Background: an optimization exercise with open tools, aiming at small area and a short achievable clock period. Do not read the settings as production practice. RTL that was checked went through simulation tests only; none was proved equivalent to the original. Function not checked in runs 2 to 4: the RTL went through the layout flow alone. No activity file was given, so power comes from the tool's default toggle rates.

File: flow/constraint.sdc
create_clock -name core_clock -period 7.2 [get_ports {clk_i}]
set_input_delay 1.4400 -clock core_clock [delete_from_list [all_inputs] [get_ports {clk_i}]]
set_output_delay 1.4400 -clock core_clock [all_outputs]
set_load 0.01 [all_outputs]
File: flow/design.v
package y86Pkg;
    localparam int WORD_W = 64;                              
    localparam logic [3:0] REG_NONE = 4'hF;                  
    localparam logic [WORD_W-1:0] STACK_STEP = 64'd8;        
    localparam int ZF_BIT = 2;
    localparam int SF_BIT = 1;
    localparam int OF_BIT = 0;
    localparam logic [2:0] CC_RESET = 3'b100;                
    typedef enum logic [3:0] {
        HALT   = 4'h0,
        NOP    = 4'h1,
        CMOVXX = 4'h2,                                       
        IRMOVQ = 4'h3,
        RMMOVQ = 4'h4,
        MRMOVQ = 4'h5,
        OPQ    = 4'h6,
        JXX    = 4'h7,
        CALL   = 4'h8,
        RET    = 4'h9,
        PUSHQ  = 4'hA,
        POPQ   = 4'hB
    } icodeE;
    typedef enum logic [3:0] {
        ADD = 4'h0,
        SUB = 4'h1,
        AND = 4'h2,
        XOR = 4'h3
    } aluFunE;
    typedef enum logic [3:0] {
        YES = 4'h0,
        LE  = 4'h1,
        L   = 4'h2,
        E   = 4'h3,
        NE  = 4'h4,
        GE  = 4'h5,
        G   = 4'h6
    } condE;
    typedef enum logic [2:0] {
        BUBBLE = 3'd0,
        OK     = 3'd1,
        STALL  = 3'd4
    } statE;
endpackage
`timescale 1ns/1ps
module executeRegister (
    input  logic                         clk_i,
    input  logic                         rst_n_i,
    input  logic                         stall_i,
    input  logic                         bubble_i,
    input  logic [3:0]                   icode_i,
    input  logic [3:0]                   ifun_i,
    input  logic [2:0]                   stat_i,
    input  logic [y86Pkg::WORD_W-1:0]    valA_i,
    input  logic [y86Pkg::WORD_W-1:0]    valB_i,
    input  logic [y86Pkg::WORD_W-1:0]    valC_i,
    input  logic [3:0]                   dstE_i,
    input  logic [3:0]                   dstM_i,
    output logic                         bubble_o,
    output logic [3:0]                   icode_o,
    output logic [2:0]                   cfun_o,      
    output logic [2:0]                   stat_o,
    output logic [y86Pkg::WORD_W-1:0]    valA_o,
    output logic [y86Pkg::WORD_W-1:1]    opX_o,
    output logic [y86Pkg::WORD_W-1:1]    opY_o,
    output logic                         sum0_o,      
    output logic                         carry1_o,    
    output logic                         noCarry_o,
    output logic                         zeroE_o,     
    output logic [3:0]                   dstE_o,
    output logic [3:0]                   dstM_o
);
    localparam int W = y86Pkg::WORD_W;
    logic kill;
    logic load;
    assign kill = !rst_n_i || bubble_i;
    assign load = !rst_n_i || !stall_i;
    logic isOpq, isCmov, isIrmov, isMem, isPush, isPop, isJxx;
    assign isOpq   = (icode_i == y86Pkg::OPQ);
    assign isCmov  = (icode_i == y86Pkg::CMOVXX);
    assign isIrmov = (icode_i == y86Pkg::IRMOVQ);
    assign isMem   = (icode_i == y86Pkg::RMMOVQ) || (icode_i == y86Pkg::MRMOVQ);
    assign isPush  = (icode_i == y86Pkg::CALL)   || (icode_i == y86Pkg::PUSHQ);
    assign isPop   = (icode_i == y86Pkg::RET)    || (icode_i == y86Pkg::POPQ);
    assign isJxx   = (icode_i == y86Pkg::JXX);
    logic opAdd, opSub, opAnd, opXor;
    assign opAdd = isOpq && (ifun_i == 4'h0);
    assign opSub = isOpq && (ifun_i == 4'h1);
    assign opAnd = isOpq && (ifun_i == 4'h2);
    assign opXor = isOpq && (ifun_i == 4'h3);
    logic xB;
    assign xB = isOpq || isMem || isPush || isPop;
    logic opNone;
    assign opNone = isOpq && (ifun_i[3:2] != 2'b00);
    logic yA, yNA, yNAB, yC, yM8, yP8;
    assign yA   = opAdd || opXor || isCmov;
    assign yNA  = opSub;
    assign yNAB = opAnd;
    assign yC   = isIrmov || isMem;
    assign yM8  = isPush;
    assign yP8  = isPop;
    logic [W-1:0] xNext, yNext;
    assign xNext = {W{xB}} & valB_i;
    assign yNext = ({W{yA}}   & valA_i)
                 | ({W{yNA}}  & ~valA_i)
                 | ({W{yNAB}} & (~valA_i & valB_i))
                 | ({W{yC}}   & valC_i)
                 | ({W{yM8}}  & (-y86Pkg::STACK_STEP))
                 | ({W{yP8}}  & y86Pkg::STACK_STEP);
    logic sum0Next, carry1Next;
    assign sum0Next   = ((opAdd || opSub || opXor) && (valA_i[0] ^ valB_i[0]))
                      | (opAnd && (valA_i[0] & valB_i[0]))
                      | (isCmov && valA_i[0])
                      | (isIrmov && valC_i[0])
                      | (isMem && (valB_i[0] ^ valC_i[0]))
                      | ((isPush || isPop) && valB_i[0]);
    assign carry1Next = (opAdd && (valA_i[0] & valB_i[0]))
                      | (opSub && (valB_i[0] | ~valA_i[0]))
                      | (isMem && (valB_i[0] & valC_i[0]));
    logic [2:0] cfunNext;
    assign cfunNext = ((isJxx || isCmov) && (ifun_i < 4'd7)) ? ifun_i[2:0] : 3'd7;
    always_ff @(posedge clk_i) begin
        if (load) begin
            bubble_o <= kill;
            icode_o  <= icode_i;
            stat_o   <= stat_i;
            dstE_o   <= dstE_i;
            dstM_o   <= dstM_i;
            valA_o   <= valA_i;
            cfun_o   <= cfunNext;
            opX_o    <= xNext[W-1:1];
            opY_o    <= yNext[W-1:1];
            sum0_o   <= sum0Next;
            carry1_o <= carry1Next;
            noCarry_o <= opAnd || opXor || opNone;
            zeroE_o   <= opNone;
        end
    end
endmodule
`timescale 1ns/1ps
module aluUnit (
    input  logic [y86Pkg::WORD_W-1:1]    opX_i,
    input  logic [y86Pkg::WORD_W-1:1]    opY_i,
    input  logic                         sum0_i,
    input  logic                         carry1_i,
    input  logic                         noCarry_i,
    output logic [y86Pkg::WORD_W-1:0]    valE_o
);
    logic [63:1] gen;
    logic [63:1] prop;
    logic [63:1] carry;
    assign gen  = opX_i & opY_i;
    assign prop = opX_i ^ opY_i;
    logic gn1, pn1;
    logic gn2, pn2;
    logic gn3, pn3;
    logic gn4, pn4;
    logic gn5, pn5;
    logic gn6, pn6;
    logic gn7, pn7;
    logic gn8, pn8;
    logic gn9, pn9;
    logic gn10, pn10;
    logic gn11, pn11;
    logic gn12, pn12;
    logic gn13, pn13;
    logic gn14, pn14;
    logic gn15, pn15;
    logic gn16, pn16;
    logic gn17, pn17;
    logic gn18, pn18;
    logic gn19, pn19;
    logic gn20, pn20;
    logic gn21, pn21;
    logic gn22, pn22;
    logic gn23, pn23;
    logic gn24, pn24;
    logic gn25, pn25;
    logic gn26, pn26;
    logic gn27, pn27;
    logic gn28, pn28;
    logic gn29, pn29;
    logic gn30, pn30;
    logic gn31, pn31;
    logic gn32, pn32;
    logic gn33, pn33;
    logic gn34, pn34;
    logic gn35, pn35;
    logic gn36, pn36;
    logic gn37, pn37;
    logic gn38, pn38;
    logic gn39, pn39;
    logic gn40, pn40;
    logic gn41, pn41;
    logic gn42, pn42;
    logic gn43, pn43;
    logic gn44, pn44;
    logic gn45, pn45;
    logic gn46, pn46;
    logic gn47, pn47;
    logic gn48, pn48;
    logic gn49, pn49;
    logic gn50, pn50;
    logic gn51, pn51;
    logic gn52, pn52;
    logic gn53, pn53;
    logic gn54, pn54;
    logic gn55, pn55;
    logic gn56, pn56;
    logic gn57, pn57;
    logic gn58, pn58;
    logic gn59, pn59;
    logic gn60, pn60;
    logic gn61, pn61;
    logic gn62, pn62;
    logic gn63, pn63;
    logic gn64, pn64;
    logic gn65, pn65;
    logic gn66, pn66;
    logic gn67, pn67;
    logic gn68, pn68;
    logic gn69, pn69;
    logic gn70, pn70;
    logic gn71, pn71;
    logic gn72, pn72;
    logic gn73, pn73;
    logic gn74, pn74;
    logic gn75, pn75;
    logic gn76, pn76;
    logic gn77, pn77;
    logic gn78, pn78;
    logic gn79, pn79;
    logic gn80, pn80;
    logic gn81, pn81;
    logic gn82, pn82;
    logic gn83, pn83;
    logic gn84, pn84;
    logic gn85, pn85;
    logic gn86, pn86;
    logic gn87, pn87;
    logic gn88, pn88;
    logic gn89, pn89;
    logic gn90, pn90;
    logic gn91, pn91;
    logic gn92, pn92;
    logic gn93, pn93;
    logic gn94, pn94;
    logic gn95, pn95;
    logic gn96, pn96;
    logic gn97, pn97;
    logic gn98, pn98;
    logic gn99, pn99;
    logic gn100, pn100;
    logic gn101, pn101;
    logic gn102, pn102;
    logic gn103, pn103;
    logic gn104, pn104;
    logic gn105, pn105;
    logic gn106, pn106;
    logic gn107, pn107;
    logic gn108, pn108;
    logic gn109, pn109;
    logic gn110, pn110;
    logic gn111, pn111;
    logic gn112, pn112;
    logic gn113, pn113;
    logic gn114, pn114;
    logic gn115, pn115;
    logic gn116, pn116;
    logic gn117, pn117;
    logic gn118, pn118;
    logic gn119, pn119;
    logic gn120, pn120;
    assign gn1 = gen[1] | (prop[1] & carry1_i);
    assign gn2 = gen[3] | (prop[3] & gen[2]);
    assign pn2 = prop[3] & prop[2];
    assign gn3 = gen[5] | (prop[5] & gen[4]);
    assign pn3 = prop[5] & prop[4];
    assign gn4 = gen[7] | (prop[7] & gen[6]);
    assign pn4 = prop[7] & prop[6];
    assign gn5 = gen[9] | (prop[9] & gen[8]);
    assign pn5 = prop[9] & prop[8];
    assign gn6 = gen[11] | (prop[11] & gen[10]);
    assign pn6 = prop[11] & prop[10];
    assign gn7 = gen[13] | (prop[13] & gen[12]);
    assign pn7 = prop[13] & prop[12];
    assign gn8 = gen[15] | (prop[15] & gen[14]);
    assign pn8 = prop[15] & prop[14];
    assign gn9 = gen[17] | (prop[17] & gen[16]);
    assign pn9 = prop[17] & prop[16];
    assign gn10 = gen[19] | (prop[19] & gen[18]);
    assign pn10 = prop[19] & prop[18];
    assign gn11 = gen[21] | (prop[21] & gen[20]);
    assign pn11 = prop[21] & prop[20];
    assign gn12 = gen[23] | (prop[23] & gen[22]);
    assign pn12 = prop[23] & prop[22];
    assign gn13 = gen[25] | (prop[25] & gen[24]);
    assign pn13 = prop[25] & prop[24];
    assign gn14 = gen[27] | (prop[27] & gen[26]);
    assign pn14 = prop[27] & prop[26];
    assign gn15 = gen[29] | (prop[29] & gen[28]);
    assign pn15 = prop[29] & prop[28];
    assign gn16 = gen[31] | (prop[31] & gen[30]);
    assign pn16 = prop[31] & prop[30];
    assign gn17 = gen[33] | (prop[33] & gen[32]);
    assign pn17 = prop[33] & prop[32];
    assign gn18 = gen[35] | (prop[35] & gen[34]);
    assign pn18 = prop[35] & prop[34];
    assign gn19 = gen[37] | (prop[37] & gen[36]);
    assign pn19 = prop[37] & prop[36];
    assign gn20 = gen[39] | (prop[39] & gen[38]);
    assign pn20 = prop[39] & prop[38];
    assign gn21 = gen[41] | (prop[41] & gen[40]);
    assign pn21 = prop[41] & prop[40];
    assign gn22 = gen[43] | (prop[43] & gen[42]);
    assign pn22 = prop[43] & prop[42];
    assign gn23 = gen[45] | (prop[45] & gen[44]);
    assign pn23 = prop[45] & prop[44];
    assign gn24 = gen[47] | (prop[47] & gen[46]);
    assign pn24 = prop[47] & prop[46];
    assign gn25 = gen[49] | (prop[49] & gen[48]);
    assign pn25 = prop[49] & prop[48];
    assign gn26 = gen[51] | (prop[51] & gen[50]);
    assign pn26 = prop[51] & prop[50];
    assign gn27 = gen[53] | (prop[53] & gen[52]);
    assign pn27 = prop[53] & prop[52];
    assign gn28 = gen[55] | (prop[55] & gen[54]);
    assign pn28 = prop[55] & prop[54];
    assign gn29 = gen[57] | (prop[57] & gen[56]);
    assign pn29 = prop[57] & prop[56];
    assign gn30 = gen[59] | (prop[59] & gen[58]);
    assign pn30 = prop[59] & prop[58];
    assign gn31 = gen[61] | (prop[61] & gen[60]);
    assign pn31 = prop[61] & prop[60];
    assign gn32 = gen[63] | (prop[63] & gen[62]);
    assign pn32 = prop[63] & prop[62];
    assign gn33 = gn2 | (pn2 & gn1);
    assign gn34 = gn4 | (pn4 & gn3);
    assign pn34 = pn4 & pn3;
    assign gn35 = gn6 | (pn6 & gn5);
    assign pn35 = pn6 & pn5;
    assign gn36 = gn8 | (pn8 & gn7);
    assign pn36 = pn8 & pn7;
    assign gn37 = gn10 | (pn10 & gn9);
    assign pn37 = pn10 & pn9;
    assign gn38 = gn12 | (pn12 & gn11);
    assign pn38 = pn12 & pn11;
    assign gn39 = gn14 | (pn14 & gn13);
    assign pn39 = pn14 & pn13;
    assign gn40 = gn16 | (pn16 & gn15);
    assign pn40 = pn16 & pn15;
    assign gn41 = gn18 | (pn18 & gn17);
    assign pn41 = pn18 & pn17;
    assign gn42 = gn20 | (pn20 & gn19);
    assign pn42 = pn20 & pn19;
    assign gn43 = gn22 | (pn22 & gn21);
    assign pn43 = pn22 & pn21;
    assign gn44 = gn24 | (pn24 & gn23);
    assign pn44 = pn24 & pn23;
    assign gn45 = gn26 | (pn26 & gn25);
    assign pn45 = pn26 & pn25;
    assign gn46 = gn28 | (pn28 & gn27);
    assign pn46 = pn28 & pn27;
    assign gn47 = gn30 | (pn30 & gn29);
    assign pn47 = pn30 & pn29;
    assign gn48 = gn32 | (pn32 & gn31);
    assign pn48 = pn32 & pn31;
    assign gn49 = gn34 | (pn34 & gn33);
    assign gn50 = gn36 | (pn36 & gn35);
    assign pn50 = pn36 & pn35;
    assign gn51 = gn38 | (pn38 & gn37);
    assign pn51 = pn38 & pn37;
    assign gn52 = gn40 | (pn40 & gn39);
    assign pn52 = pn40 & pn39;
    assign gn53 = gn42 | (pn42 & gn41);
    assign pn53 = pn42 & pn41;
    assign gn54 = gn44 | (pn44 & gn43);
    assign pn54 = pn44 & pn43;
    assign gn55 = gn46 | (pn46 & gn45);
    assign pn55 = pn46 & pn45;
    assign gn56 = gn48 | (pn48 & gn47);
    assign pn56 = pn48 & pn47;
    assign gn57 = gn50 | (pn50 & gn49);
    assign gn58 = gn52 | (pn52 & gn51);
    assign pn58 = pn52 & pn51;
    assign gn59 = gn54 | (pn54 & gn53);
    assign pn59 = pn54 & pn53;
    assign gn60 = gn56 | (pn56 & gn55);
    assign pn60 = pn56 & pn55;
    assign gn61 = gn58 | (pn58 & gn57);
    assign gn62 = gn60 | (pn60 & gn59);
    assign pn62 = pn60 & pn59;
    assign gn63 = gn62 | (pn62 & gn61);
    assign gn64 = gn59 | (pn59 & gn61);
    assign gn65 = gn51 | (pn51 & gn57);
    assign gn66 = gn53 | (pn53 & gn61);
    assign gn67 = gn55 | (pn55 & gn64);
    assign gn68 = gn35 | (pn35 & gn49);
    assign gn69 = gn37 | (pn37 & gn57);
    assign gn70 = gn39 | (pn39 & gn65);
    assign gn71 = gn41 | (pn41 & gn61);
    assign gn72 = gn43 | (pn43 & gn66);
    assign gn73 = gn45 | (pn45 & gn64);
    assign gn74 = gn47 | (pn47 & gn67);
    assign gn75 = gn3 | (pn3 & gn33);
    assign gn76 = gn5 | (pn5 & gn49);
    assign gn77 = gn7 | (pn7 & gn68);
    assign gn78 = gn9 | (pn9 & gn57);
    assign gn79 = gn11 | (pn11 & gn69);
    assign gn80 = gn13 | (pn13 & gn65);
    assign gn81 = gn15 | (pn15 & gn70);
    assign gn82 = gn17 | (pn17 & gn61);
    assign gn83 = gn19 | (pn19 & gn71);
    assign gn84 = gn21 | (pn21 & gn66);
    assign gn85 = gn23 | (pn23 & gn72);
    assign gn86 = gn25 | (pn25 & gn64);
    assign gn87 = gn27 | (pn27 & gn73);
    assign gn88 = gn29 | (pn29 & gn67);
    assign gn89 = gn31 | (pn31 & gn74);
    assign gn90 = gen[2] | (prop[2] & gn1);
    assign gn91 = gen[4] | (prop[4] & gn33);
    assign gn92 = gen[6] | (prop[6] & gn75);
    assign gn93 = gen[8] | (prop[8] & gn49);
    assign gn94 = gen[10] | (prop[10] & gn76);
    assign gn95 = gen[12] | (prop[12] & gn68);
    assign gn96 = gen[14] | (prop[14] & gn77);
    assign gn97 = gen[16] | (prop[16] & gn57);
    assign gn98 = gen[18] | (prop[18] & gn78);
    assign gn99 = gen[20] | (prop[20] & gn69);
    assign gn100 = gen[22] | (prop[22] & gn79);
    assign gn101 = gen[24] | (prop[24] & gn65);
    assign gn102 = gen[26] | (prop[26] & gn80);
    assign gn103 = gen[28] | (prop[28] & gn70);
    assign gn104 = gen[30] | (prop[30] & gn81);
    assign gn105 = gen[32] | (prop[32] & gn61);
    assign gn106 = gen[34] | (prop[34] & gn82);
    assign gn107 = gen[36] | (prop[36] & gn71);
    assign gn108 = gen[38] | (prop[38] & gn83);
    assign gn109 = gen[40] | (prop[40] & gn66);
    assign gn110 = gen[42] | (prop[42] & gn84);
    assign gn111 = gen[44] | (prop[44] & gn72);
    assign gn112 = gen[46] | (prop[46] & gn85);
    assign gn113 = gen[48] | (prop[48] & gn64);
    assign gn114 = gen[50] | (prop[50] & gn86);
    assign gn115 = gen[52] | (prop[52] & gn73);
    assign gn116 = gen[54] | (prop[54] & gn87);
    assign gn117 = gen[56] | (prop[56] & gn67);
    assign gn118 = gen[58] | (prop[58] & gn88);
    assign gn119 = gen[60] | (prop[60] & gn74);
    assign gn120 = gen[62] | (prop[62] & gn89);
    assign carry = {gn120, gn89, gn119, gn74, gn118, gn88, gn117, gn67, gn116, gn87, gn115, gn73, gn114, gn86, gn113, gn64, gn112, gn85, gn111, gn72, gn110, gn84, gn109, gn66, gn108, gn83, gn107, gn71, gn106, gn82, gn105, gn61, gn104, gn81, gn103, gn70, gn102, gn80, gn101, gn65, gn100, gn79, gn99, gn69, gn98, gn78, gn97, gn57, gn96, gn77, gn95, gn68, gn94, gn76, gn93, gn49, gn92, gn75, gn91, gn33, gn90, gn1, carry1_i};
    assign valE_o = {prop ^ (carry & {63{!noCarry_i}}), sum0_i};
endmodule
`timescale 1ns/1ps
module condUnit (
    input  logic                         clk_i,
    input  logic                         rst_n_i,
    input  logic                         stall_i,
    input  logic                         setCc_i,      
    input  logic                         xSign_i,      
    input  logic                         ySign_i,      
    input  logic                         noCarry_i,    
    input  logic [y86Pkg::WORD_W-1:0]    mValE_i,      
    input  logic [2:0]                   cfun_i,
    output logic                         cnd_o
);
    localparam int MSB = y86Pkg::WORD_W - 1;
    logic [2:0] ccSaved;
    logic       fromM;         
    logic       mSignSame;     
    logic       mXSign;        
    logic [2:0] cc;
    logic       zf;
    logic       sf;
    logic       of;
    assign zf = fromM ? (mValE_i == '0) : ccSaved[y86Pkg::ZF_BIT];
    assign sf = fromM ? mValE_i[MSB]    : ccSaved[y86Pkg::SF_BIT];
    assign of = fromM ? (mSignSame && (mValE_i[MSB] != mXSign)) : ccSaved[y86Pkg::OF_BIT];
    always_comb begin
        cc = '0;
        cc[y86Pkg::ZF_BIT] = zf;
        cc[y86Pkg::SF_BIT] = sf;
        cc[y86Pkg::OF_BIT] = of;
    end
    always_ff @(posedge clk_i) begin
        if (!rst_n_i) begin
            ccSaved <= y86Pkg::CC_RESET;
            fromM   <= 1'b0;
        end else begin
            ccSaved <= cc;
            fromM   <= setCc_i && !stall_i;
        end
    end
    always_ff @(posedge clk_i) begin
        mSignSame <= (xSign_i == ySign_i) && !noCarry_i;
        mXSign    <= xSign_i;
    end
    always_comb begin
        case (cfun_i)
            3'd0:    cnd_o = 1'b1;
            3'd1:    cnd_o = (sf ^ of) | zf;
            3'd2:    cnd_o = sf ^ of;
            3'd3:    cnd_o = zf;
            3'd4:    cnd_o = !zf;
            3'd5:    cnd_o = !(sf ^ of);
            3'd6:    cnd_o = !(sf ^ of) && !zf;
            default: cnd_o = 1'b0;
        endcase
    end
endmodule
`timescale 1ns/1ps
module memoryRegister (
    input  logic                         clk_i,
    input  logic                         rst_n_i,
    input  logic                         stall_i,
    input  logic                         bubble_i,    
    input  logic                         zeroE_i,     
    input  logic [3:0]                   icode_i,
    input  logic [2:0]                   stat_i,
    input  logic [y86Pkg::WORD_W-1:0]    valE_i,
    input  logic [y86Pkg::WORD_W-1:0]    valA_i,
    input  logic [3:0]                   dstE_i,
    input  logic [3:0]                   dstM_i,
    input  logic                         cnd_i,
    output logic [3:0]                   icode_o,
    output logic [2:0]                   stat_o,
    output logic [y86Pkg::WORD_W-1:0]    valE_o,
    output logic [y86Pkg::WORD_W-1:0]    valA_o,
    output logic [3:0]                   dstE_o,
    output logic [3:0]                   dstM_o,
    output logic                         cnd_o
);
    logic [3:0] dstESel;
    assign dstESel = (icode_i == y86Pkg::CMOVXX && !cnd_i) ? y86Pkg::REG_NONE : dstE_i;
    always_ff @(posedge clk_i) begin
        if (!rst_n_i || stall_i || bubble_i) begin       
            icode_o <= y86Pkg::NOP;
            stat_o  <= y86Pkg::BUBBLE;
            valE_o  <= '0;
            valA_o  <= '0;
            dstE_o  <= y86Pkg::REG_NONE;
            dstM_o  <= y86Pkg::REG_NONE;
            cnd_o   <= 1'b0;
        end else begin
            icode_o <= icode_i;
            stat_o  <= stat_i;
            valE_o  <= zeroE_i ? '0 : valE_i;
            valA_o  <= valA_i;
            dstE_o  <= dstESel;
            dstM_o  <= dstM_i;
            cnd_o   <= cnd_i;
        end
    end
endmodule
`timescale 1ns/1ps
module executeStage (
    input  logic                         clk_i,
    input  logic                         rst_n_i,
    input  logic                         stall_i,
    input  logic                         bubble_i,
    input  logic [3:0]                   icode_i,
    input  logic [3:0]                   ifun_i,
    input  logic [2:0]                   stat_i,
    input  logic [y86Pkg::WORD_W-1:0]    valA_i,
    input  logic [y86Pkg::WORD_W-1:0]    valB_i,
    input  logic [y86Pkg::WORD_W-1:0]    valC_i,
    input  logic [3:0]                   dstE_i,
    input  logic [3:0]                   dstM_i,
    input  logic [3:0]                   srcA_i,      
    input  logic [3:0]                   srcB_i,
    output logic [3:0]                   icode_o,
    output logic [2:0]                   stat_o,
    output logic [y86Pkg::WORD_W-1:0]    valE_o,
    output logic [y86Pkg::WORD_W-1:0]    valA_o,
    output logic [3:0]                   dstE_o,
    output logic [3:0]                   dstM_o,
    output logic                         cnd_o
);
    logic                      eBubble;
    logic [3:0]                eIcode;
    logic [2:0]                eCfun;
    logic                      eSetCc;
    logic [2:0]                eStat;
    logic [y86Pkg::WORD_W-1:0] eValA;
    logic [y86Pkg::WORD_W-1:1] eOpX;
    logic [y86Pkg::WORD_W-1:1] eOpY;
    logic                      eSum0;
    logic                      eCarry1;
    logic                      eNoCarry;
    assign eSetCc = (eIcode == y86Pkg::OPQ) && !eBubble;
    logic                      eZeroE;
    logic [3:0]                eDstE;
    logic [3:0]                eDstM;
    logic [y86Pkg::WORD_W-1:0] aluValE;
    logic                      eCnd;
    executeRegister u_executeRegister (
        .clk_i   (clk_i),   .rst_n_i (rst_n_i), .stall_i (stall_i), .bubble_i (bubble_i),
        .icode_i (icode_i), .ifun_i  (ifun_i),  .stat_i  (stat_i),
        .valA_i  (valA_i),  .valB_i  (valB_i),  .valC_i  (valC_i),
        .dstE_i  (dstE_i),  .dstM_i  (dstM_i),
        .bubble_o (eBubble),
        .icode_o (eIcode),  .cfun_o  (eCfun),   .stat_o (eStat),
        .valA_o  (eValA),   .opX_o   (eOpX),    .opY_o   (eOpY),   .sum0_o (eSum0), .carry1_o (eCarry1),
        .noCarry_o (eNoCarry), .zeroE_o (eZeroE),
        .dstE_o  (eDstE),   .dstM_o  (eDstM)
    );
    aluUnit u_aluUnit (
        .opX_i  (eOpX),    .opY_i   (eOpY),    .sum0_i (eSum0), .carry1_i (eCarry1), .noCarry_i (eNoCarry),
        .valE_o (aluValE)
    );
    condUnit u_condUnit (
        .clk_i   (clk_i),  .rst_n_i (rst_n_i), .stall_i (stall_i),
        .setCc_i (eSetCc), .xSign_i (eOpX[y86Pkg::WORD_W-1]), .ySign_i (eOpY[y86Pkg::WORD_W-1]),
        .noCarry_i (eNoCarry),
        .mValE_i (valE_o), .cfun_i (eCfun), .cnd_o (eCnd)
    );
    memoryRegister u_memoryRegister (
        .clk_i   (clk_i),   .rst_n_i (rst_n_i), .stall_i (stall_i), .bubble_i (eBubble),
        .zeroE_i (eZeroE),
        .icode_i (eIcode),  .stat_i  (eStat),   .valE_i  (aluValE), .valA_i (eValA),
        .dstE_i  (eDstE),   .dstM_i  (eDstM),   .cnd_i   (eCnd),
        .icode_o (icode_o), .stat_o  (stat_o),  .valE_o  (valE_o),  .valA_o (valA_o),
        .dstE_o  (dstE_o),  .dstM_o  (dstM_o),  .cnd_o   (cnd_o)
    );
endmodule
File: flow/standard.sh
#!/bin/bash
# synth_recipe.tcl (not shown) runs the flow's synth.tcl, then flattens the netlist and writes it again
# the make line also repeats each setting of config.mk as NAME=value (left out here)
make -C /OpenROAD-flow-scripts/flow DESIGN_CONFIG=/design/flow/config.mk WORK_HOME=/design/flow/orfs CLKGATE_MAP_FILE= SYNTH_SCRIPT=/design/flow/synth_recipe.tcl "${@:-finish}"
File: flow/config.mk
export PLATFORM = sky130hd
export DESIGN_NAME = executeStage
export DESIGN_NICKNAME = executeStage
export VERILOG_FILES = /design/flow/design.v
export SDC_FILE = /design/flow/constraint.sdc
export NUM_CORES = 4
export LEC_CHECK = 0
export ABC_AREA = 1
export CAP_MARGIN = 20
export CORE_MARGIN = 2
export CORE_UTILIZATION = 40
export SLEW_MARGIN = 20
File: flow/flow/run.sh
#!/bin/bash
set -euo pipefail
export BUFFER_PORTS_ARGS="-buffer_cell sky130_fd_sc_hd__buf_1"
export CTS_BUF_LIST="sky130_fd_sc_hd__clkbuf_8 sky130_fd_sc_hd__clkbuf_16"
export CTS_CLUSTER_SIZE=20
export CTS_CLUSTER_DIAMETER=100
export SETUP_SLACK_MARGIN=4.65
bash standard.sh finish > make_finish.log 2>&1
==> results of run 1 <==
[registers in the layout, indices dropped and copies added (netlist names), 3 cells and up]
name,flops
u_memoryRegister.valA_o,64
u_executeRegister.valA_o,64
u_memoryRegister.stat_o,3
u_memoryRegister.valE_o,64
u_memoryRegister.dstE_o,4
u_executeRegister.dstM_o,4
u_executeRegister.stat_o,3
u_memoryRegister.dstM_o,4
u_executeRegister.icode_o,4
u_executeRegister.cfun_o,3
u_executeRegister.dstE_o,4
u_executeRegister.opY_o,63
u_executeRegister.opX_o,63
u_memoryRegister.icode_o,4
u_condUnit.ccSaved,3
[final cells by class]
| type | instances | share of cell area |
|---|---|---|
| flip-flops and latches | 363 | 0.4836 |
| inverters | 297 | 0.05964 |
| clock buffers | 23 | 0.02950 |
| repair buffers | 386 | 0.09555 |
| well taps | 525 | 0.03367 |
| repair inverters | 2 | 0.001154 |
| multi-input cells | 970 | 0.2931 |
| clock inverters | 15 | 0.003719 |
[power groups by stage]
stage	Clock (mW)	Sequential (mW)	Combinational, mW
detailed placement	0	2.46	0.644
CTS	1.32	2.42	0.673
floorplan	0	2.46	0.419
global route	1.38	2.44	0.818
global placement	0	2.46	0.628
finish	1.28	2.42	0.727
[cells by family (layout without fill, tap and decap cells)]
group,after synthesis,count (layout)
AOI/OAI and AO/OA,352,352
and+or+nand+nor,545,547
buffers and inverters,353,723
adders and majority gates,65,65
xor gates and xnor gates,6,6
DFF,363,363
[critical path, delay by kind of cell]
family,cells,cell delay [ps]
buf+inv,5,530
simple gates,3,480
compound gates,2,390
[routing by layer]
layer	wire length [um]	vias to the layer above
li1	-	6258
met1	19120	6035
met2	22370	370
met3	2713	63
met4	1150	0
met5	0	-
[worst paths after layout]
path                               startpoint                     endpoint  slack [ps]  cells after the start
setup / recovery                   icode_i[2]   u_executeRegister.opY_o[8]        4650                     10
hold / removal    u_executeRegister.dstM_o[0]   u_memoryRegister.dstM_o[0]         430                      1
setup reg to reg   u_executeRegister.opY_o[5]  u_memoryRegister.valE_o[59]        4780                     21
hold reg to reg   u_executeRegister.dstM_o[0]   u_memoryRegister.dstM_o[0]         430                      1
[cell usage in the layout (no fill, tap or decap), types with 5 or more instances in the layout]
| master | synthesis | layout |
|---|---|---|
| a21o_1 | 11 | 11 |
| a21oi_1 | 139 | 134 |
| a21oi_2 | 1 | 5 |
| buf_1 | 1 | 298 |
| buf_2 | 4 | 28 |
| buf_4 | 1 | 30 |
| buf_6 | 0 | 6 |
| clkbuf_16 | 0 | 25 |
| clkbuf_2 | 0 | 13 |
| dfxtp_1 | 150 | 126 |
| dfxtp_2 | 0 | 21 |
| edfxtp_1 | 213 | 213 |
| ha_1 | 65 | 50 |
| ha_4 | 0 | 15 |
| inv_1 | 287 | 294 |
| inv_2 | 9 | 13 |
| nand2_1 | 246 | 228 |
| nand2_2 | 11 | 20 |
| nand2_4 | 4 | 12 |
| nand3_1 | 24 | 18 |
| nand3_2 | 0 | 5 |
| nor2_1 | 196 | 188 |
| nor2_2 | 2 | 5 |
| nor2_4 | 0 | 5 |
| nor3_1 | 9 | 5 |
| nor4_1 | 16 | 15 |
| o211ai_1 | 65 | 65 |
| o21ai_0 | 110 | 92 |
| o21ai_1 | 7 | 23 |
| or2_2 | 20 | 20 |
[what timing repair did]
action,4_1_cts,5_1_grt
gates cloned,5,3
resized for setup,98,130
hold endpoints to repair,0,0
pin swaps,12,23
endpoints found under the setup margin,362,191
buffers inserted,6,8
==> impl_metrics.toml, run 1 <==
[run_status]
status = "complete, no violations"

[route]
dr_total_vias = 12726
antenna_left = 0
drcViolationCount = 0
vias_per_cell = 4.931
wl_per_cell_um = 17.57
drtIter0Drc = 660
first_pass_iters = 5
wirelength_um = 45350

[sta]
rsz0062_at_grt = "yes"
fin_skew_ps = 17.30
finalCritPeriodShare = 0.3548
timing.hold.ws_ps = 433.5
fin_ws_ps = 4646
worst_slew_pin_slew_ps = 757.8
min_period_ps = 2554
fin_setup_tns_ps = 0
setup_violations = 0
clock.fmax_ghz = 0.3915
finalHoldViolCount = 0
slew_headroom = 0.4948
drv_slew = 0

[clock_tree]
htree_levels = 1
cts_tree = "done"
cts_num_sinks = 363
clk_pin_slew_ps = 80
root_buffer = "clkbuf_16"
numCtsBuffers = 22
cts.hold.buffers_added = 0
clock_latency_ps = 550
clockBufferDepth = 3

[global_routing]
grt_max_degree = 77
antenna_found_initial = 1
grt_pass1_vias = 12315
overflow = 0
grtUsageMet3 = 0.03675
track_usage = 0.2050
grt_util_met1 = 0.2562
use_met2 = 0.3613
grt_pass1_wl_um = 66460
grt.busiest_layer = "met2"

[synthesis]
yosys.area.top_type = "edfxtp_1"
synth_seq_cells = 363
synthTopCellsByArea = "edfxtp_1 40%, dfxtp_1 19%, inv_1 6.8%, nand2_1 5.8%, ha_1 5.1%"
syn_area_mm2 = 0.01592
synth_mux_area_frac = 0
yosys.area_share.simple = 0.1444
ys.flop_type = "edfxtp_1"
synth_common_cells = "287 x inv_1, 246 x nand2_1, 213 x edfxtp_1, 196 x nor2_1, 150 x dfxtp_1"
syn_area_per_cell_um2 = 9.452
netlist.area_leader.share = 0.4018
yosys_warnings = 3
syn_inst = 1684
synth_top_family_by_area = "simple AND/OR/NAND/NOR gates"
synth-edff-count = 213
yosysMostFrequentCell = "inv_1"
ys_seq_area_frac = 0.5905
synth_nets = 1972
synth_xor_area_frac = 0.003301
synth_cell_types = 46
synth-adder-area-share = 0.05109
synth-compound-area-share = 0.1269
synth-async-reset-ratio = 0

[worst_setup_path]
worstSetupEndpointType = "register"
slowest_stage = "nor3_4"
crit_fanout = 32
critPathKind = "input pin to register"
required_ps = 7570
cp-start-kind = "input pin"
crit_chain = "buf_4 -> inv_12 -> nor2_4 -> nand2_4 -> nor3_4 -> buf_6 -> clkinv_16 -> o21ai_0 -> inv_1 -> o211ai_1"
slowest_delay_ps = 210
crit_arrival_ps = 2930

[pwr]
swShare = 0.2732
p_int_mw = 3.223
pwr-share-clk = 0.289
ir_worst_vdd_uv = 141.2
power_mw = 4.434
power.share.sequential = 0.547
leakagePower_nw = 8.362
combPwrFrac = 0.164
p_sw_mw = 1.211
p_per_area_mw_per_mm2 = 227.3

[die]
dieArea_mm2 = 0.04141
die_w_um = 203.5
num_rows = 73
die_y_um = 203.5
coreArea_mm2 = 0.03955
io_pins = 367
start_util = 0.4025

[flow_run]
cap_violations = 0

[placement]
place_area_mm2 = 0.01791
place_hpwl_um = 27990
gp_congestion = 0.8223
port_buffers = 358
dp_slack_ps = 3150
dp.cells = 2521

[cells_and_area]
area_delta_synth_final_pct = 22.57
fin_util = 0.4933
final_cells = 2581
drive_gt1_frac = 0.1279
antenna_cells = 0
multi_input_area_mm2 = 0.005719
fill_cells = 3716
finish.instance_area_mm2 = 0.01951
seqCellArea_mm2 = 0.009437
nNetsFinal = 2330

[worst_hold_path]
hold_class = "register to register"
==> inputs of run 2 (changes only) <==
--- a/flow/design.v
+++ b/flow/design.v
@@ -58,6 +58,7 @@
     output logic                         bubble_o,
     output logic [3:0]                   icode_o,
     output logic [2:0]                   cfun_o,      
+    output logic                         setCc_o,
     output logic [2:0]                   stat_o,
     output logic [y86Pkg::WORD_W-1:0]    valA_o,
     output logic [y86Pkg::WORD_W-1:1]    opX_o,
@@ -65,7 +66,6 @@
     output logic                         sum0_o,      
     output logic                         carry1_o,    
     output logic                         noCarry_o,
-    output logic                         zeroE_o,     
     output logic [3:0]                   dstE_o,
     output logic [3:0]                   dstM_o
 );
@@ -88,9 +88,7 @@
     assign opAnd = isOpq && (ifun_i == 4'h2);
     assign opXor = isOpq && (ifun_i == 4'h3);
     logic xB;
-    assign xB = isOpq || isMem || isPush || isPop;
-    logic opNone;
-    assign opNone = isOpq && (ifun_i[3:2] != 2'b00);
+    assign xB = opAdd || opSub || opAnd || opXor || isMem || isPush || isPop;
     logic yA, yNA, yNAB, yC, yM8, yP8;
     assign yA   = opAdd || opXor || isCmov;
     assign yNA  = opSub;
@@ -107,20 +105,14 @@
                  | ({W{yM8}}  & (-y86Pkg::STACK_STEP))
                  | ({W{yP8}}  & y86Pkg::STACK_STEP);
     logic sum0Next, carry1Next;
-    assign sum0Next   = ((opAdd || opSub || opXor) && (valA_i[0] ^ valB_i[0]))
-                      | (opAnd && (valA_i[0] & valB_i[0]))
-                      | (isCmov && valA_i[0])
-                      | (isIrmov && valC_i[0])
-                      | (isMem && (valB_i[0] ^ valC_i[0]))
-                      | ((isPush || isPop) && valB_i[0]);
-    assign carry1Next = (opAdd && (valA_i[0] & valB_i[0]))
-                      | (opSub && (valB_i[0] | ~valA_i[0]))
-                      | (isMem && (valB_i[0] & valC_i[0]));
+    assign sum0Next   = xNext[0] ^ (yNA ? valA_i[0] : yNext[0]);
+    assign carry1Next = yNA ? (valB_i[0] | ~valA_i[0]) : (xNext[0] & yNext[0]);
     logic [2:0] cfunNext;
     assign cfunNext = ((isJxx || isCmov) && (ifun_i < 4'd7)) ? ifun_i[2:0] : 3'd7;
     always_ff @(posedge clk_i) begin
         if (load) begin
             bubble_o <= kill;
+            setCc_o  <= !kill && isOpq;
             icode_o  <= icode_i;
             stat_o   <= stat_i;
             dstE_o   <= dstE_i;
@@ -131,8 +123,7 @@
             opY_o    <= yNext[W-1:1];
             sum0_o   <= sum0Next;
             carry1_o <= carry1Next;
-            noCarry_o <= opAnd || opXor || opNone;
-            zeroE_o   <= opNone;
+            noCarry_o <= opAnd || opXor;
         end
     end
 endmodule
@@ -513,7 +504,6 @@
     input  logic                         rst_n_i,
     input  logic                         stall_i,
     input  logic                         bubble_i,    
-    input  logic                         zeroE_i,     
     input  logic [3:0]                   icode_i,
     input  logic [2:0]                   stat_i,
     input  logic [y86Pkg::WORD_W-1:0]    valE_i,
@@ -543,7 +533,7 @@
         end else begin
             icode_o <= icode_i;
             stat_o  <= stat_i;
-            valE_o  <= zeroE_i ? '0 : valE_i;
+            valE_o  <= valE_i;
             valA_o  <= valA_i;
             dstE_o  <= dstESel;
             dstM_o  <= dstM_i;
@@ -586,8 +576,6 @@
     logic                      eSum0;
     logic                      eCarry1;
     logic                      eNoCarry;
-    assign eSetCc = (eIcode == y86Pkg::OPQ) && !eBubble;
-    logic                      eZeroE;
     logic [3:0]                eDstE;
     logic [3:0]                eDstM;
     logic [y86Pkg::WORD_W-1:0] aluValE;
@@ -598,9 +586,9 @@
         .valA_i  (valA_i),  .valB_i  (valB_i),  .valC_i  (valC_i),
         .dstE_i  (dstE_i),  .dstM_i  (dstM_i),
         .bubble_o (eBubble),
-        .icode_o (eIcode),  .cfun_o  (eCfun),   .stat_o (eStat),
+        .icode_o (eIcode),  .cfun_o  (eCfun),   .setCc_o (eSetCc), .stat_o (eStat),
         .valA_o  (eValA),   .opX_o   (eOpX),    .opY_o   (eOpY),   .sum0_o (eSum0), .carry1_o (eCarry1),
-        .noCarry_o (eNoCarry), .zeroE_o (eZeroE),
+        .noCarry_o (eNoCarry),
         .dstE_o  (eDstE),   .dstM_o  (eDstM)
     );
     aluUnit u_aluUnit (
@@ -615,7 +603,6 @@
     );
     memoryRegister u_memoryRegister (
         .clk_i   (clk_i),   .rst_n_i (rst_n_i), .stall_i (stall_i), .bubble_i (eBubble),
-        .zeroE_i (eZeroE),
         .icode_i (eIcode),  .stat_i  (eStat),   .valE_i  (aluValE), .valA_i (eValA),
         .dstE_i  (eDstE),   .dstM_i  (eDstM),   .cnd_i   (eCnd),
         .icode_o (icode_o), .stat_o  (stat_o),  .valE_o  (valE_o),  .valA_o (valA_o),
==> flow/flow/run.sh (replaced) <==
#!/bin/bash
set -euo pipefail
export BUFFER_PORTS_ARGS="-buffer_cell sky130_fd_sc_hd__buf_1"
export CTS_BUF_LIST="sky130_fd_sc_hd__clkbuf_8 sky130_fd_sc_hd__clkbuf_16"
export CTS_CLUSTER_SIZE=24
export CTS_CLUSTER_DIAMETER=100
export SETUP_SLACK_MARGIN=4.6
bash standard.sh finish > make_finish.log 2>&1
==> run 2 against run 1 <==
Effect of this change: count of clock-buffer cells in the layout fell by 4; routed wire length increased by 2.6%; critical endpoint is now u_executeRegister.opY_o[32]; clock skew up 25 ps; clock power down 9%.
==> impl_metrics.toml, run 2 <==
[sta]
fin_ws_ps = 4595
clock.fmax_ghz = 0.3839
drv_slew = 0
finalCritPeriodShare = 0.3618
rsz0062_at_grt = "yes"
setup_violations = 0
finalHoldViolCount = 0
fin_setup_tns_ps = 0
slew_headroom = 0.4576
worst_slew_pin_slew_ps = 812.9
min_period_ps = 2605
fin_skew_ps = 42.43

[cells_and_area]
area_delta_synth_final_pct = 23.13
layout_commonest_cell = "buf_1"
fill_cells = 3640
layout_common_cells = "337 x buf_1, 270 x nand2_1, 240 x nor2_1"
multi_input_area_mm2 = 0.005793
antenna_cells = 0
nNetsFinal = 2319
drive_gt1_frac = 0.1090
seqCellArea_mm2 = 0.009410
top_regs = "u_executeRegister.valA_o (64), u_memoryRegister.valA_o (64), u_memoryRegister.valE_o (64)"

[worst_setup_path]
required_ps = 7600
critPathKind = "input pin to register"
crit_arrival_ps = 3000
worstSetupEndpointType = "register"
reg2reg_depth = 20
r2r_start = "u_executeRegister.opX_o[14]"
r2r_setup_slack_ps = 4680
r2r_end = "u_memoryRegister.valE_o[63]"
crit_fanout = 31
cp-start-kind = "input pin"

[die]
start_util = 0.4060
die_y_um = 202.1
dieArea_mm2 = 0.04083
die_w_um = 202.1
io_pins = 367
num_rows = 72
coreArea_mm2 = 0.03865

[clock_tree]
root_buffer = "clkbuf_16"
numCtsBuffers = 19
cts_num_sinks = 363
htree_levels = 1
clockBufferDepth = 3
cts_tree = "done"
clk_pin_slew_ps = 100
cts.hold.buffers_added = 0
clock_latency_ps = 540

[route]
antenna_left = 0
wl_per_cell_um = 18.16
dr_total_vias = 12730
vias_per_cell = 4.967
drtIter0Drc = 739
drcViolationCount = 0
first_pass_iters = 5
wirelength_um = 46540

[synthesis]
yosysMostFrequentCell = "nand2_1"
synth_common_cells = "289 x nand2_1, 250 x nor2_1, 213 x edfxtp_1, 208 x inv_1, 150 x dfxtp_1"
ys_seq_area_frac = 0.5990
synthTopCellsByArea = "edfxtp_1 41%, dfxtp_1 19%, nand2_1 6.9%, nor2_1 6.0%, inv_1 5.0%"
synth_cell_types = 44
ys.flop_type = "edfxtp_1"
syn_area_per_cell_um2 = 9.504
yosys.area.top_type = "edfxtp_1"
synth_seq_cells = 363
syn_area_mm2 = 0.01569
synth_nets = 1936
yosys_warnings = 3
syn_inst = 1651
synth-async-reset-ratio = 0
synth-edff-count = 213
netlist.area_leader.share = 0.4076

[placement]
gp_congestion = 0.7913
port_buffers = 358
dp_slack_ps = 3029
place_hpwl_um = 28300

[pwr]
leakagePower_nw = 8.631
p_per_area_mw_per_mm2 = 226.0
power_mw = 4.366
ir_worst_vdd_uv = 166.0

[global_routing]
grt_pass1_vias = 12265
antenna_found_initial = 0
grt_pass1_wl_um = 68890
overflow = 0
grt_max_degree = 72
track_usage = 0.2181

[flow_run]
cap_violations = 0

[worst_hold_path]
min-delay-start = "u_executeRegister.opX_o[63]"
hold_class = "register to register"
min_to = "u_condUnit.mXSign"
hold_depth = 0

[run_status]
status = "complete, no violations"
[run 2: cell types whose count changed in the layout (fill, tap and decap cells not counted), moves of 15 or more]
| cell | delta |
|---|---|
| a21oi_1 | -53 |
| o211ai_1 | -65 |
| buf_1 | +39 |
| dfxtp_1 | +15 |
| nor2_1 | +52 |
| inv_1 | -79 |
| buf_2 | -18 |
| o21ai_0 | -25 |
| o21ai_1 | -16 |
| nand3_1 | +62 |
| nand2_1 | +42 |
| o31ai_1 | +60 |
[run 2: layout make-up]
type                    count  share of cell area
multi-input cells        1015              0.2998
clock inverters            13            0.003886
clock buffers              19             0.02461
repair inverters            1           0.0004533
inverters                 220             0.04429
repair buffers            414              0.1063
flip-flops and latches    363              0.4870
well taps                 518             0.03354
[run 2: report_power, final]
| group | internal (mW) | total, mW | leakage, nW | switching, mW |
|---|---|---|---|---|
| combinational | 0.278 | 0.764 | 4.89 | 0.485 |
| sequential | 2.37 | 2.44 | 3.43 | 0.0632 |
| clock | 0.492 | 1.17 | 0.309 | 0.674 |
[run 2: cells by family after synthesis]
logic type | synth area share
adders and majority gates | 0.04944
AOI/OAI and AO/OA | 0.09617
and+or+nand+nor | 0.1860
DFF | 0.5990
buffers and inverters | 0.06714
xor gates and xnor gates | 0.002233
[run 2: repair_timing]
item | in CTS | in global routing
pin swaps | 13 | 23
setup buffers | 28 | 15
setup endpoints to repair | 387 | 96
gates cloned | 8 | 1
resized for setup | 64 | 75
[run 2: worst max path at each step]
stage                                            from                          end  slack [ps]  depth (start not counted)
after floorplan                            icode_i[2]     u_executeRegister.sum0_o        4430                         10
after global placement                     icode_i[2]  u_executeRegister.opY_o[12]        3100                          9
after detailed placement                   icode_i[2]  u_executeRegister.opY_o[12]        3030                          9
after CTS                 u_memoryRegister.valE_o[61]                   valE_o[61]        4600                          1
after global routing      u_executeRegister.opX_o[14]  u_memoryRegister.valE_o[63]        4490                         20
final                                      icode_i[1]  u_executeRegister.opY_o[32]        4600                         10
[run 2: layer usage]
layer  track usage  wire length (um)  part of all wire  vias to the layer above
li1              -                 -                 -                     6249
met1        0.2832             19560              0.42                     5999
met2        0.3790             22640              0.49                      408
met3       0.03370              3000             0.064                       74
met4       0.05856              1341             0.029                        0
met5             0                 0                 0                        -
[run 2: stage by stage]
step / instances / instance area (um^2) / utilization / hold WS, ps
floorplan: 1651 / 15800 / - / 367.4
global placement: 2479 / 17640 / 0.4565 / 377.1
detailed placement: 2479 / 17640 / 0.4565 / 386.5
CTS: 2547 / 18830 / 0.4873 / 411.1
global route: 2563 / 19320 / 0.4999 / 423.3
finish: 2563 / 19320 / 0.4999 / 406.7
[run 2: worst max-delay path, stage by stage]
cell	delay (ps)
buf_2	160
inv_4	60
nor2_4	150
nand2_4	100
nor3_4	160
buf_4	180
buf_4	140
buf_6	370
o31ai_1	130
nand3_1	100
==> inputs of run 3 (changes only) <==
==> flow/flow/run.sh (replaced) <==
#!/bin/bash
set -euo pipefail
export BUFFER_PORTS_ARGS="-buffer_cell sky130_fd_sc_hd__buf_1"
export CTS_BUF_LIST="sky130_fd_sc_hd__clkbuf_8 sky130_fd_sc_hd__clkbuf_16"
export CTS_CLUSTER_SIZE=24
export CTS_CLUSTER_DIAMETER=100
export SETUP_SLACK_MARGIN=4.7
bash standard.sh finish > make_finish.log 2>&1
==> run 3 against run 2 <==
Effect of this change: still clean on timing, DRC and antenna; final area up 5.0%; synthesized cell count stayed put; non-clock buffer count increased by 19; worst hold slack worse by 11 ps; sequential power hardly changed; clock skew shrank 7.6 ps; first-iteration DRC count up 6.1%; count of clock-buffer cells in the layout did not move; largest cell class unchanged; largest power group unchanged.
==> impl_metrics.toml, run 3 <==
[global_routing]
antenna_found_initial = 0
grt_pass1_wl_um = 69940
track_usage = 0.2219
overflow = 0
grt_max_degree = 84
grt_pass1_vias = 12374

[sta]
setup_violations = 0
min_period_ps = 2540
fin_skew_ps = 34.83
rsz0062_at_grt = "yes"
fin_setup_tns_ps = 0
finalHoldViolCount = 0
drv_slew = 0
worst_slew_pin_slew_ps = 723.9
clock.fmax_ghz = 0.3937
slew_headroom = 0.5156
finalCritPeriodShare = 0.3528

[synthesis]
synth_nets = 1936
synthTopCellsByArea = "edfxtp_1 41%, dfxtp_1 19%, nand2_1 6.9%, nor2_1 6.0%, inv_1 5.0%"
syn_area_per_cell_um2 = 9.504
syn_inst = 1651
synth-async-reset-ratio = 0
yosys.area.top_type = "edfxtp_1"
yosysMostFrequentCell = "nand2_1"
ys_seq_area_frac = 0.5990
synth-edff-count = 213
synth_common_cells = "289 x nand2_1, 250 x nor2_1, 213 x edfxtp_1, 208 x inv_1, 150 x dfxtp_1"
syn_area_mm2 = 0.01569
synth_cell_types = 44
netlist.area_leader.share = 0.4076
synth_seq_cells = 363
ys.flop_type = "edfxtp_1"
yosys_warnings = 3

[clock_tree]
root_buffer = "clkbuf_16"
clk_pin_slew_ps = 100
clock_latency_ps = 550
clockBufferDepth = 3
htree_levels = 1
numCtsBuffers = 19
cts_tree = "done"
cts_num_sinks = 363

[pwr]
power.share.sequential = 0.549
p_per_area_mw_per_mm2 = 218.8
leakagePower_nw = 9.283
swShare = 0.2806
power_mw = 4.440
p_int_mw = 3.194
combPwrFrac = 0.188
ir_worst_vdd_uv = 174.9
pwr-share-clk = 0.263
p_sw_mw = 1.246

[route]
wl_per_cell_um = 18.25
drtIter0Drc = 784
antenna_left = 0
wirelength_um = 47100
vias_per_cell = 4.940
dr_total_vias = 12749
drcViolationCount = 0
first_pass_iters = 7

[die]
start_util = 0.4060
num_rows = 72
io_pins = 367
dieArea_mm2 = 0.04083
die_y_um = 202.1
coreArea_mm2 = 0.03865
die_w_um = 202.1

[flow_run]
cap_violations = 0

[cells_and_area]
fin_util = 0.5251
top_regs = "u_executeRegister.valA_o (64), u_memoryRegister.valA_o (64), u_memoryRegister.valE_o (64)"
nNetsFinal = 2337
area_delta_synth_final_pct = 29.32
layout_commonest_cell = "nand2_1"
layout_common_cells = "265 x nand2_1, 248 x buf_1, 240 x nor2_1"
antenna_cells = 0
drive_gt1_frac = 0.1924

[worst_setup_path]
slowest_delay_ps = 430
required_ps = 7690
startpoint = "u_executeRegister.opY_o[6]"
crit_top_cell = "nand2_4"
r2r_setup_slack_ps = 4660
slowest_stage = "edfxtp_1"
crit_fanout = 5
crit_path_end = "u_memoryRegister.valE_o[63]"
reg2reg_depth = 21
r2r_start = "u_executeRegister.opY_o[6]"
r2r_end = "u_memoryRegister.valE_o[63]"
crit_chain = "ha_4 -> nand2_1 -> nor2_2 -> nand3_4 -> nand2_4 -> nand2_4 -> nand2_4 -> nand2_4 -> nand2_8 -> nand2_4 -> nand2_4 -> nand2_4 -> nand2_4 -> nand2_4 -> nand2_4 -> nand2_4 -> nand2_4 -> nand2_4 -> nand3_2 -> nand2_1 -> nor2_1"
worstSetupEndpointType = "register"
crit_arrival_ps = 3030
critPathKind = "register to register"
cp-start-kind = "register"

[placement]
place_hpwl_um = 28790
port_buffers = 358
gp_congestion = 0.7848

[run_status]
status = "complete, no violations"

[worst_hold_path]
hold_class = "register to register"
run 3: cell counts after synthesis:
No cell type changed its count.
run 3: cells by family (layout without fill, tap and decap cells):
group	Yosys count	count (layout)	synth area share
flops	363	363	0.5990
simple gates	689	692	0.1860
compound gates	254	256	0.09617
fa+ha+maj	62	62	0.04944
buf+inv	279	686	0.06714
xor+xnor	4	4	0.002233
run 3: stage by stage:
stage,hold WS (ps),setup WS [ps],std cells,instance area [um^2]
after floorplan,367.4,4432,1651,15800
after global placement,376.9,2870,2480,17650
after detailed placement,375.6,2805,2480,17650
after CTS,402.7,4597,2552,19430
after global routing,430.7,4544,2581,20290
final,395.9,4660,2581,20290
run 3: power by group through the flow:
stage / Sequential (mW) / Clock (mW) / Combinational [mW]
after floorplan: 2.48 / 0 / 0.444
after global placement: 2.47 / 0 / 0.666
after detailed placement: 2.48 / 0 / 0.680
after CTS: 2.43 / 1.20 / 0.760
after global routing: 2.46 / 1.27 / 0.934
final: 2.44 / 1.17 / 0.835
run 3: final cells by class:
class                           count  area (um^2)
Clock buffer                       19        475.5
Timing Repair Buffer              433         2788
Fill cell                        3533        18360
Clock inverter                     13        75.07
Inverter                          220        903.4
Tap cell                          518        648.1
Sequential cell                   363         9505
Multi-Input combinational cell   1014         5888
Timing Repair inverter              1        8.758
run 3: critical path, delay by kind of cell, from the launching register on:
| kind | cells | cell delay (ps) |
|---|---|---|
| DFF | 1 | 430 |
| adders and majority gates | 1 | 300 |
| and+or+nand+nor | 20 | 1770 |
run 3: how the worst min path moves through the flow:
| stage | startpoint | to | slack [ps] | cells past startpoint |
|---|---|---|---|---|
| after floorplan | u_executeRegister.opX_o[63] | u_condUnit.mXSign | 370 | 0 |
| after global placement | u_executeRegister.opX_o[63] | u_condUnit.mXSign | 380 | 0 |
| after detailed placement | u_executeRegister.opX_o[63] | u_condUnit.mXSign | 380 | 0 |
| after CTS | u_executeRegister.opX_o[63] | u_condUnit.mXSign | 400 | 0 |
| after global routing | u_executeRegister.opX_o[63] | u_condUnit.mXSign | 430 | 0 |
| final | u_executeRegister.opX_o[63] | u_condUnit.mXSign | 400 | 0 |
run 3: per-layer routing:
layer	track usage	routed length, um
met1	0.2865	19840
met2	0.3895	23010
met3	0.03015	2715
met4	0.06224	1533
met5	0	0
run 3: timing repair:
action                                  in CTS  in global routing
cloned                                      11                  2
buffers inserted                            29                 27
gates resized for setup                    248                163
pin swaps                                   13                 32
hold buffers                                 0                  0
endpoints found under the setup margin     469                270
==> inputs of run 4 (changes only) <==
--- a/flow/design.v
+++ b/flow/design.v
@@ -105,8 +105,15 @@
                  | ({W{yM8}}  & (-y86Pkg::STACK_STEP))
                  | ({W{yP8}}  & y86Pkg::STACK_STEP);
     logic sum0Next, carry1Next;
-    assign sum0Next   = xNext[0] ^ (yNA ? valA_i[0] : yNext[0]);
-    assign carry1Next = yNA ? (valB_i[0] | ~valA_i[0]) : (xNext[0] & yNext[0]);
+    assign sum0Next   = ((opAdd || opSub || opXor) && (valA_i[0] ^ valB_i[0]))
+                      | (opAnd && (valA_i[0] & valB_i[0]))
+                      | (isCmov && valA_i[0])
+                      | (isIrmov && valC_i[0])
+                      | (isMem && (valB_i[0] ^ valC_i[0]))
+                      | ((isPush || isPop) && valB_i[0]);
+    assign carry1Next = (opAdd && (valA_i[0] & valB_i[0]))
+                      | (opSub && (valB_i[0] | ~valA_i[0]))
+                      | (isMem && (valB_i[0] & valC_i[0]));
     logic [2:0] cfunNext;
     assign cfunNext = ((isJxx || isCmov) && (ifun_i < 4'd7)) ? ifun_i[2:0] : 3'd7;
     always_ff @(posedge clk_i) begin
==> flow/flow/run.sh (replaced) <==
#!/bin/bash
set -euo pipefail
export BUFFER_PORTS_ARGS="-buffer_cell sky130_fd_sc_hd__buf_1"
export CTS_BUF_LIST="sky130_fd_sc_hd__clkbuf_8 sky130_fd_sc_hd__clkbuf_16"
export CTS_CLUSTER_SIZE=24
export CTS_CLUSTER_DIAMETER=100
export SETUP_SLACK_MARGIN=4.65
bash standard.sh finish > make_finish.log 2>&1
==> run 4 against run 3 <==
Effect of this change: first-iteration DRC count rose by 28%; count of clock-buffer cells in the layout up 1; via count is 0.25% higher; register-to-register slack improved by 60 ps; global-route usage fell by 1.0 points; power is 2.1% lower; die area rose by 0.24%; clock power about the same; worst hold slack improved by 1.1 ps; sequential share of layout area grew 1.1 points; synthesized area up 0.25%; setup slack got worse by 39 ps.
==> impl_metrics.toml, run 4 <==
[route]
vias_per_cell = 4.983
wl_per_cell_um = 18.89
drcViolationCount = 0
first_pass_iters = 6
wirelength_um = 48440
dr_total_vias = 12781
drtIter0Drc = 1004
antenna_left = 0

[synthesis]
synth_cell_types = 43
synthTopCellsByArea = "edfxtp_1 41%, dfxtp_1 19%, nand2_1 9.9%, ha_1 5.2%, inv_1 5.0%"
ys_seq_area_frac = 0.5975
yosys.area.top_type = "edfxtp_1"
synth-compound-area-share = 0.1149
ys.flop_type = "edfxtp_1"
synth_nets = 1938
syn_inst = 1650
synth-edff-count = 213
yosysMostFrequentCell = "nand2_1"
synth_xor_area_frac = 0.002227
synth_common_cells = "414 x nand2_1, 213 x edfxtp_1, 211 x inv_1, 150 x dfxtp_1, 146 x a21oi_1"
synth-adder-area-share = 0.05170
synth_top_family_by_area = "simple AND/OR/NAND/NOR gates"
yosys_warnings = 3
syn_area_per_cell_um2 = 9.533
synth_mux_area_frac = 0
synth_seq_cells = 363
synth-async-reset-ratio = 0
syn_area_mm2 = 0.01573
netlist.area_leader.share = 0.4066
yosys.area_share.simple = 0.1660

[worst_hold_path]
hold_class = "register to register"
min-delay-start = "u_executeRegister.opX_o[63]"

[global_routing]
track_usage = 0.2118
grt_pass1_wl_um = 67140
grt_max_degree = 79
antenna_found_initial = 0
grt_pass1_vias = 11941
overflow = 0

[clock_tree]
cts_num_sinks = 363
htree_levels = 1
root_buffer = "clkbuf_16"
clk_pin_slew_ps = 90
cts_tree = "done"
cts.hold.buffers_added = 0
clockBufferDepth = 3
numCtsBuffers = 19
clock_latency_ps = 560

[worst_setup_path]
crit_chain = "buf_8 -> nor2_4 -> inv_2 -> nor2_1 -> inv_1 -> nor2_2 -> or4_4 -> buf_6 -> buf_16 -> nand2_2 -> inv_1"
slowest_stage = "or4_4"
cp-start-kind = "input pin"
crit_fanout = 8
r2r_start = "u_executeRegister.opX_o[13]"
reg2reg_depth = 19
cp_num_buf_inv = 6
crit_arrival_ps = 2880
r2r_end = "u_memoryRegister.valE_o[63]"
r2r_setup_slack_ps = 4720
worstSetupEndpointType = "register"
startpoint = "ifun_i[3]"
critPathKind = "input pin to register"
required_ps = 7500
slowest_delay_ps = 640
cp.depth = 11
crit_family = "simple AND/OR/NAND/NOR gates"
crit_path_end = "u_executeRegister.opX_o[25]"
crit_top_cell = "inv_1"

[sta]
rsz0062_at_grt = "yes"
finalHoldViolCount = 0
min_period_ps = 2579
clock.fmax_ghz = 0.3877
drv_slew = 0
setup_violations = 0
fin_setup_tns_ps = 0
fin_skew_ps = 32.75
finalCritPeriodShare = 0.3582
slew_headroom = 0.3672
worst_slew_pin_slew_ps = 949.2

[die]
start_util = 0.4061
num_rows = 72
die_y_um = 202.3
coreArea_mm2 = 0.03874
dieArea_mm2 = 0.04093
die_w_um = 202.3
io_pins = 367

[cells_and_area]
layout_common_cells = "382 x nand2_1, 292 x buf_1, 213 x edfxtp_1"
top_regs = "u_executeRegister.valA_o (64), u_memoryRegister.valA_o (64), u_memoryRegister.valE_o (64)"
nNetsFinal = 2322
fill_cells = 3595
antenna_cells = 0
drive_gt1_frac = 0.1480
area_delta_synth_final_pct = 25.07
fin_util = 0.5079
finish.instance_area_mm2 = 0.01967
layout_commonest_cell = "nand2_1"

[placement]
gp_congestion = 0.8309
port_buffers = 358
place_area_mm2 = 0.01765
place_hpwl_um = 28850

[run_status]
status = "complete, no violations"

[pwr]
ir_worst_vdd_uv = 181.4
p_per_area_mw_per_mm2 = 221.0
leakagePower_nw = 8.874

[flow_run]
cap_violations = 0
-- run 4: cell count changes in the layout (fill, tap and decap cells not counted), moves of 13 or more --
cell,delta
nand3_1,-62
clkbuf_2,-13
buf_1,+44
dfxtp_2,-23
o31ai_1,-59
dfxtp_1,+33
nor2_1,-121
buf_6,-40
a211oi_1,+61
a21oi_1,+62
nand2_1,+117
-- run 4: cell families after synthesis --
logic type,after synthesis
AND/OR/NAND/NOR,629
XOR/XNOR,4
AO/OA/AOI/OAI,311
adder cells (fa/ha/maj),65
buffers and inverters,278
flip-flops,363
-- run 4: worst reg2reg max path, stage by stage (launching register included) --
cell      delay (ps)
edfxtp_1         430
ha_4             310
nand2_2           50
nor2_2           130
nor3b_4          250
nand2_2           90
nand2_4          120
nand2_4           80
nand2_8          100
nand2_4           60
nand2_4           90
nand2_4           50
nand2_4          100
nand2_4           60
nand2_4          100
nand2_4           60
nand2_4           80
nand2_4           50
a21oi_2          130
nor2_1            40
-- run 4: layout make-up --
| class | instances | area [um^2] | area share |
|---|---|---|---|
| sequential | 363 | 9439 | 0.4798 |
| clock inverter | 14 | 72.57 | 0.003689 |
| inverter | 219 | 855.8 | 0.04350 |
| clock buffer | 20 | 489.2 | 0.02487 |
| multi-input combinational | 1012 | 5823 | 0.2960 |
| timing repair buffer | 417 | 2332 | 0.1185 |
| timing repair inverter | 2 | 13.76 | 0.0006996 |
| tap | 518 | 648.1 | 0.03294 |
-- run 4: repair_timing --
item	in CTS	in global routing
endpoints found under the setup margin	384	190
setup buffers	13	19
pin swaps	5	40
gates cloned	9	11
resized for setup	111	149
-- run 4: stage by stage --
step	total power, mW	setup WS (ps)	hold WS, ps	std cells
5_1_grt	4.547	4569	412.9	2565
4_1_cts	4.300	4590	397.2	2535
3_3_place_gp	3.074	3395	372.1	2479
2_1_floorplan	2.862	4389	367.4	1650
3_5_place_dp	3.090	3333	378.5	2479
6_report	4.349	4621	397.0	2565
-- run 4: how the worst min path moves through the flow --
stage	end	slack, ps	cells after the start
detailed placement	u_condUnit.mXSign	380	0
floorplan	u_condUnit.mXSign	370	0
global placement	u_condUnit.mXSign	370	0
finish	u_condUnit.mXSign	400	0
CTS	u_condUnit.mXSign	400	0
global route	u_condUnit.mXSign	410	0
-- run 4: power by group --
group          internal, mW  switching (mW)
sequential             2.37          0.0641
combinational         0.274           0.465
clock                 0.503           0.675
total                  3.14            1.20
-- run 4: metal layers --
metal,GRT usage,vias to the layer above,share of wire
li1,-,6254,-
met1,0.2962,5980,0.45
met2,0.3388,475,0.45
met3,0.03354,72,0.070
met4,0.06517,0,0.033
met5,0,-,0

afterwards: timing with drivers on the ports:
The results above use ideal ports. As a check the final layouts listed here were re-extracted and re-timed, cells and wires unchanged.
Step 1 sets driving cells, clkbuf_16 on the clock port and buf_2 on the other inputs (assumed; they add their load-dependent delay and slew).
Step 2 adds t to the input delays and takes it off the output delays; t is the mean of the earliest and latest rising clock arrival at the registers after step 1. Input paths then give back, and output paths get back, about the clock's delay inside the block.
Three values: ideal, step 1, step 2; two values: the first two.
run | t (ns) | slack for setup (ns) | worst setup path after step 2 | latest minus earliest clock arrival (ns) | pins driven straight from the clock port
run 1 | 0.593 | 4.646 / 4.615 / 4.073 | input to register | 0.020 / 0.021 | 1
run 2 | 0.573 | 4.595 / 4.563 / 4.032 | input to register | 0.044 / 0.043 | 1
run 3 | 0.581 | 4.660 / 4.657 / 4.085 | input to register | 0.037 / 0.038 | 1
run 4 | 0.591 | 4.621 / 4.579 / 3.988 | input to register | 0.034 / 0.034 | 1
After both steps every run listed still meets setup and hold. The setup slack of run 4, which loses most, moves by -0.042 ns with the drivers and by -0.633 ns with both steps.
